From an optimization exercise on the open Yosys and OpenROAD flow, aimed at small area and a short achievable clock period; shortcuts taken in it are not production practice. Only simulation tests tie the RTL to the original design; equivalence was not proved.

<file path="flow/config.mk">
export PLATFORM = sky130hd
export DESIGN_NAME = rename_top
export DESIGN_NICKNAME = rename_top
export VERILOG_FILES = /design/flow/design.v
export SDC_FILE = /design/flow/constraint.sdc
export NUM_CORES = 4
export LEC_CHECK = 0
export CAP_MARGIN = 20
export CORE_MARGIN = 2
export CORE_UTILIZATION = 40
export SETUP_SLACK_MARGIN = 0.3
export SLEW_MARGIN = 20
</file>
<file path="flow/run.sh">
#!/bin/bash
# synth_recipe.tcl (not shown) runs the flow's synth.tcl, then flattens the netlist and writes it again
# the make line also repeats each setting of config.mk as NAME=value (left out here)
make -C /OpenROAD-flow-scripts/flow DESIGN_CONFIG=/design/flow/config.mk WORK_HOME=/design/flow/orfs CLKGATE_MAP_FILE= SYNTH_SCRIPT=/design/flow/synth_recipe.tcl finish
</file>
<file path="flow/constraint.sdc">
create_clock -name core_clock -period 14.5 [get_ports {clk}]
set_input_delay 2.9000 -clock core_clock [delete_from_list [all_inputs] [get_ports {clk}]]
set_output_delay 2.9000 -clock core_clock [all_outputs]
set_load 0.01 [all_outputs]
</file>
<file path="flow/design.v">
package rename_pkg;
    localparam int BUNDLE_WIDTH = 4;
    localparam int ARCH_REGS = 8;
    localparam int PHYS_REGS = 32;
    localparam int ARCH_W = 3;
    localparam int PREG_W = 5;
    localparam int OPCODE_W = 4;
endpackage
module rename_top (
    input  logic        clk,
    input  logic        rst,
    input  logic        in_valid,
    output logic        in_ready,
    input  logic [15:0] in_opcode,
    input  logic [11:0] in_dst,
    input  logic [11:0] in_src1,
    input  logic [11:0] in_src2,
    output logic [3:0]  out_valid,
    input  logic [3:0]  out_ready,
    output logic [15:0] out_opcode,
    output logic [19:0] out_dst_preg,
    output logic [19:0] out_old_preg,
    output logic [19:0] out_src1_preg,
    output logic [19:0] out_src2_preg,
    output logic [3:0]  out_src1_rdy,
    output logic [3:0]  out_src2_rdy,
    output logic [3:0]  out_writes,
    input  logic        free_valid,
    input  logic [4:0]  free_preg,
    input  logic        done_valid,
    input  logic [4:0]  done_preg
);
    logic [3:0]  pend;
    logic [15:0] l_op;
    logic [11:0] l_dst, l_s1, l_s2;
    logic [4:0]  rat [1:7];
    logic [31:1] fr;    
    logic [31:1] rd;    
    logic [31:1] pk;    
    logic [31:0] f0, f1, f2, f3, f4;
    logic [31:0] p0, p1, p2, p3;    
    logic [4:0]  a [4];             
    logic [3:0]  found;
    assign f0 = {fr, 1'b0};
    always_comb begin
        p0[0] = 1'b0; p1[0] = 1'b0; p2[0] = 1'b0; p3[0] = 1'b0;
        for (int i = 1; i < 32; i++) begin
            p0[i] = p0[i-1] | f0[i-1];
        end
        f1 = f0 & p0;
        for (int i = 1; i < 32; i++) begin
            p1[i] = p1[i-1] | f1[i-1];
        end
        f2 = f1 & p1;
        for (int i = 1; i < 32; i++) begin
            p2[i] = p2[i-1] | f2[i-1];
        end
        f3 = f2 & p2;
        for (int i = 1; i < 32; i++) begin
            p3[i] = p3[i-1] | f3[i-1];
        end
        f4 = f3 & p3;
    end
    function automatic logic [4:0] enc(input logic [31:0] oh);
        logic [4:0] r;
        r = '0;
        for (int i = 0; i < 32; i++) begin
            if (oh[i]) r = r | i[4:0];
        end
        enc = r;
    endfunction
    assign a[0] = enc(f0 & ~p0);
    assign a[1] = enc(f1 & ~p1);
    assign a[2] = enc(f2 & ~p2);
    assign a[3] = enc(f3 & ~p3);
    assign found = {|f3, |f2, |f1, |f0};
    logic [2:0] dst [4];
    logic [2:0] s1 [4];
    logic [2:0] s2 [4];
    logic [3:0] w;
    logic [4:0] alloc [4];
    logic all_ok;
    always_comb begin
        for (int k = 0; k < 4; k++) begin
            dst[k] = l_dst[k*3 +: 3];
            s1[k] = l_s1[k*3 +: 3];
            s2[k] = l_s2[k*3 +: 3];
            w[k] = (dst[k] != 3'd0);
        end
    end
    logic [1:0] c1, c2;
    logic [1:0] c3;
    assign c1 = {1'b0, w[0]};
    assign c2 = {1'b0, w[0]} + {1'b0, w[1]};
    assign c3 = {1'b0, w[0]} + {1'b0, w[1]} + {1'b0, w[2]};
    assign alloc[0] = a[0];
    assign alloc[1] = w[0] ? a[1] : a[0];
    assign alloc[2] = a[c2];
    assign alloc[3] = a[c3];
    logic [2:0] nw;
    assign nw = {2'b0, w[0]} + {2'b0, w[1]} + {2'b0, w[2]} + {2'b0, w[3]};
    assign all_ok = (nw == 3'd0) || found[nw-3'd1];
    logic [39:0] ratv;
    always_comb begin
        ratv[4:0] = 5'd0;
        for (int r = 1; r < 8; r++) ratv[r*5 +: 5] = rat[r];
    end
    logic [4:0] s1p [4], s2p [4], oldp [4];
    logic [3:0] s1r, s2r;
    logic hit1, hit2;
    logic [4:0] p1v, p2v;
    logic [1:0] ck;
    always_comb begin
        for (int k = 0; k < 4; k++) begin
            hit1 = 1'b0; hit2 = 1'b0;
            s1p[k] = ratv[s1[k]*5 +: 5];
            s2p[k] = ratv[s2[k]*5 +: 5];
            oldp[k] = ratv[dst[k]*5 +: 5];
            p1v = s1p[k];
            p2v = s2p[k];
            for (int j = 0; j < k; j++) begin
                if (w[j] && dst[j] == s1[k]) begin s1p[k] = alloc[j]; hit1 = 1'b1; end
                if (w[j] && dst[j] == s2[k]) begin s2p[k] = alloc[j]; hit2 = 1'b1; end
                if (w[j] && dst[j] == dst[k]) begin oldp[k] = alloc[j]; end
            end
            ck = (k == 0) ? 2'd0 : (k == 1) ? c1 : (k == 2) ? c2 : c3;
            s1r[k] = (s1[k] == 3'd0) || (!hit1 && rd[p1v]
                     && !(ck >= 2'd1 && p1v == a[0]) && !(ck >= 2'd2 && p1v == a[1])
                     && !(ck == 2'd3 && p1v == a[2]));
            s2r[k] = (s2[k] == 3'd0) || (!hit2 && rd[p2v]
                     && !(ck >= 2'd1 && p2v == a[0]) && !(ck >= 2'd2 && p2v == a[1])
                     && !(ck == 2'd3 && p2v == a[2]));
        end
    end
    always_comb begin
        for (int k = 0; k < 4; k++) begin
            out_opcode[k*4 +: 4] = l_op[k*4 +: 4];
            out_writes[k] = w[k];
            out_dst_preg[k*5 +: 5] = w[k] ? alloc[k] : 5'd0;
            out_old_preg[k*5 +: 5] = oldp[k];
            out_src1_preg[k*5 +: 5] = s1p[k];
            out_src2_preg[k*5 +: 5] = s2p[k];
        end
    end
    assign out_src1_rdy = s1r;
    assign out_src2_rdy = s2r;
    logic [3:0] pn;
    logic live, done, accept, merge_ok;
    assign out_valid = all_ok ? pend : 4'd0;
    assign pn = pend & ~(out_valid & out_ready);
    assign live = (pend != 4'd0);
    assign in_ready = (pn == 4'd0);
    assign done = live && in_ready;
    assign accept = in_valid && in_ready;
    assign merge_ok = !live || (pend == 4'hf && !all_ok);
    logic [31:0] f_end;
    logic [4:0]  rat_end [1:7];
    always_comb begin
        case (nw)
            3'd0: f_end = f0;
            3'd1: f_end = f1;
            3'd2: f_end = f2;
            3'd3: f_end = f3;
            default: f_end = f4;
        endcase
        for (int r = 1; r < 8; r++) begin
            rat_end[r] = rat[r];
            for (int k = 0; k < 4; k++) begin
                if (w[k] && dst[k] == r[2:0]) rat_end[r] = alloc[k];
            end
        end
    end
    logic [31:1] fm, dm;
    always_comb begin
        fm = '0;
        dm = '0;
        for (int i = 1; i < 32; i++) begin
            if (free_valid && free_preg == i[4:0]) fm[i] = 1'b1;
            if (done_valid && done_preg == i[4:0]) dm[i] = 1'b1;
        end
    end
    always_ff @(posedge clk) begin
        if (rst) begin
            pend <= 4'd0;
        end else if (accept) begin
            pend <= 4'hf;
        end else begin
            pend <= pn;
        end
    end
    always_ff @(posedge clk) begin
        if (accept) begin
            l_op <= in_opcode;
            l_dst <= in_dst;
            l_s1 <= in_src1;
            l_s2 <= in_src2;
        end
    end
    always_ff @(posedge clk) begin
        if (rst) begin
            for (int r = 1; r < 8; r++) rat[r] <= r[4:0];
            fr <= {{24{1'b1}}, 7'd0};
            rd <= '1;
            pk <= '0;
        end else if (done) begin
            for (int r = 1; r < 8; r++) rat[r] <= rat_end[r];
            fr <= f_end[31:1] | pk | fm;
            rd <= (rd & (~fr | f_end[31:1])) | dm;
            pk <= '0;
        end else begin
            rd <= rd | dm;
            if (merge_ok) begin
                fr <= fr | fm;
            end else begin
                pk <= pk | fm;
            end
        end
    end
endmodule
</file>
==> impl_results.md <==
* GRT Total Usage at approximately 35%
* Multi-input gate area at ~17,000 um^2
* 1st-iter DRT viols at 3,757
* Area contributors post-synth: mux4_2, dfxtp_1, edfxtp_1
* Final WS setup at between 3 and 4 ns
* Post_cts resized at 0
* # rows at 87
* Core area at roughly 56,000 um^2
* EDFF count, synth at 52
* First-pass GRT wire length at 158,600 um
* RSZ-0062 raised after global routing: false
* Clock buffer depth at 2
* TritonCTS clock tree: built
* Final nets at ~3.0k
* Post-DP HPWL at between 70,000 and 80,000 um
* #FFs+latches synth at 184
* Initial antenna violation count at 5
* Worst-skew pair later-pin latency at 0.51 ns
* Crit path kind: reg -> out
* Total negative slack at 0 ns
* Final Hold Fails at 0
* Htree depth at 4
* Cts bufs inserted at 17
* Syn_nets at between 3k and 4k
* Pre-CTS setup slack at 4.600 ns
* Residual DRC count at 0
* Slew Limit Fails at 0
* Slew @ Worst Pin at approximately 1.3 ns
* Congestion Overflow GR at 0
* Worst Path Arrival at roughly 8 ns
* Maximum clock frequency at 0.09232 GHz
* Vias per inst at 7.020
* Clk sink count at about 180
* Number of global-route vias before repair at about 24k
* Number of distinct library cells after synthesis at slightly above 100
* WHS Endpoint: pk[22]
* R2R Path Start: fr[5]
* Hold Path Depth at 1
* Post-synth top area share at roughly an eighth
* Min-delay src: pk[22]
* Top FF cell, synth: dfxtp_1
* Vias at around 26k
* Async set or reset register ratio after synthesis at 0%
* FF-to-FF setup slack at 6.48 ns
* Final setup vio count at 0
* Detailed Routing Iterations Pass 1 at 7
* Share of layout cells above drive strength 1 at around an eighth
* Worst setup SP type: flip-flop
* Port bufs at between 150 and 200
* FF-to-FF path depth at 16
* Cell Area, Synth at between 20,000 and 25,000 um^2
* Largest net degree at the start of global routing at 86
* Setup crit end kind: output pin
* Die height at ~240 um
* Post-route ant nets at 0
* Fillers at 5,665
* Initial core utilization at roughly two fifths
* Rel. slew slack at ~14%
* Dominant cell type by area after synthesis: mux4_2
* Max Fanout on Critical Path at 31
* Seq/Total Area, Yosys at approximately 18%
* Die W at between 200 and 250 um
* Routed length per instance at 29.14 um
* Die area at 58,840 um^2
* Hold WS at between 0.4 and 0.5 ns
* Total wire length at between 100,000 and 150,000 um
* Post-synthesis instance total at approximately 2.9k
* Worst EP required at roughly 12 ns
* Worst r2r dst: rd[31]
* Crit path time final at ~11 ns
* FF+latch area at between 4000 and 5000 um^2
* Hold Buf Count CTS at 0
* MaxCap Viol Count at 0
* IO Pins at 184
* Synth Warn # at 11
* Worst Hold Class: reg -> reg
* Final period util at between 70% and 80%
* Post-CTS setup buffers at 0
* Worst-path clk slew at 0.09 ns
* Area growth from synthesis to layout at 12.36%
* Final Util at between 40% and 50%
* GPL Wtd Cong at just over 1
* CTS root buf: clkbuf_16
* Status: no timing/DRC/antenna violations
* Synthesized area per cell at 7.723 um^2
* Setup Skew at 0.02896 ns
cells in the mapped netlist, types with 11 or more instances:
cell       number
or2_2          13
inv_1         103
and2_1         30
mux4_2        123
ha_1           17
nand2_1       235
o2111ai_1      11
xnor2_1        75
xor2_1         60
nand4_1        16
o22ai_1        16
edfxtp_1       52
buf_1          32
a221oi_1       63
nor3_1        119
nand2b_1       23
o21ai_2        11
clkbuf_1      237
o211ai_1       27
or3_1          49
a22o_1         16
o31ai_1        30
dfxtp_1       132
a21oi_1       242
mux2_2         81
nor2b_1        35
o21ai_0       228
and3_1         19
a31oi_1        50
mux2i_1        34
buf_2          14
a21o_1         17
nor2_1        275
a211oi_1       32
a221o_1        63
nand3_1        75
nor4_1         28
o21ai_1        14
o221ai_1       18
worst max-delay path by stage:
stage / start / endpoint / slack, ns
global placement: fr[2] / out_dst_preg[15] / 4.80
detailed placement: fr[5] / out_dst_preg[15] / 4.60
CTS: fr[5] / out_dst_preg[15] / 4.02
global route: fr[5] / out_dst_preg[15] / 3.36
floorplan: fr[17] / out_src1_preg[19] / 6.71
finish: fr[5] / out_dst_preg[15] / 3.67
layer usage:
metal  global-route usage, %  routed length, um  part of all wire [%]  vias to the layer above
met5                       0                 32                 0.030                        -
met4                   18.91               6260                   5.8                        4
met3                   12.58              15000                    14                      392
met2                   49.28              43570                    40                     1992
met1                   47.50              43010                    40                    12370
li1                        -                  -                     -                    11230
sequential cells by signal, indices dropped and copies added, names as in the netlist:
name,count
fr,31
l_dst,12
l_op,16
l_s1,12
l_s2,12
pend,4
pk,31
rat,35
rd,31
layout make-up:
cell class                 count  area share (%)
tap                          756           3.698
antenna                        3         0.02935
inverter                     107           1.570
timing repair buffer         258           9.342
clock inverter                14          0.6750
multi-input combinational   2362           66.53
clock buffer                  18           1.717
sequential                   184           16.43
through the flow:
step | area, um^2 | std cells
floorplan | 22770 | 2948
global placement | 24960 | 3666
detailed placement | 24960 | 3666
CTS | 25570 | 3698
global route | 25570 | 3699
finish | 25580 | 3702
placed cells by master (no fill, tap or decap), types with 75 or more instances in the layout:
| cell type | instances |
|---|---|
| nor2_1 | 275 |
| a21oi_1 | 241 |
| nand2_1 | 235 |
| o21ai_0 | 228 |
| clkdlybuf4s50_1 | 182 |
| dfxtp_1 | 132 |
| mux4_2 | 123 |
| nor3_1 | 117 |
| inv_1 | 102 |
| mux2_2 | 81 |
| nand3_1 | 75 |
| xnor2_1 | 75 |
| buf_4 | 75 |
worst max-delay path, stage by stage (launching register included):
cell and delay (ns):
dfxtp_1 0.67, or4_1 0.78, o21ai_0 0.48, a21oi_1 0.21, o31ai_1 0.24, buf_4 0.21, and4_1 0.57, nand2_1 0.51
nor3_1 0.82, nand2_1 0.22, o211ai_1 0.36, a211oi_2 0.17, a311o_1 0.39, a21oi_1 0.76, and2_1 0.39, clkdlybuf4s50_1 0.60
cell families after synthesis:
| logic type | Yosys count | share of synthesized area (%) |
|---|---|---|
| AOI/OAI and AO/OA | 994 | 29.71 |
| and+or+nand+nor | 965 | 20.40 |
| buffers and inverters | 402 | 6.963 |
| muxes | 238 | 17.67 |
| DFF | 184 | 18.47 |
| xor gates and xnor gates | 135 | 5.193 |
| adders and majority gates | 30 | 1.599 |

[separate check: timing with driven ports]
How much do the figures lean on ideal ports? The routed layout below was timed once more, with nothing changed but the port constraints. Step 1 assumes that a clkbuf_16 drives the clock port and a buf_2 every other input. Step 2 also shifts input and output timing later by t, the mid clock arrival at the registers, as if the neighbouring blocks saw the same clock. a / b / c = ideal ports / drivers / drivers and shift; a / b = the first two.
t (ns): 0.562
setup WS [ns]: 3.668 / 3.605 / 4.167
worst setup path at the end: register to output
After both steps setup and hold are still met in this run. The setup slack of this run moves by -0.063 ns with the drivers and by +0.499 ns with both steps.
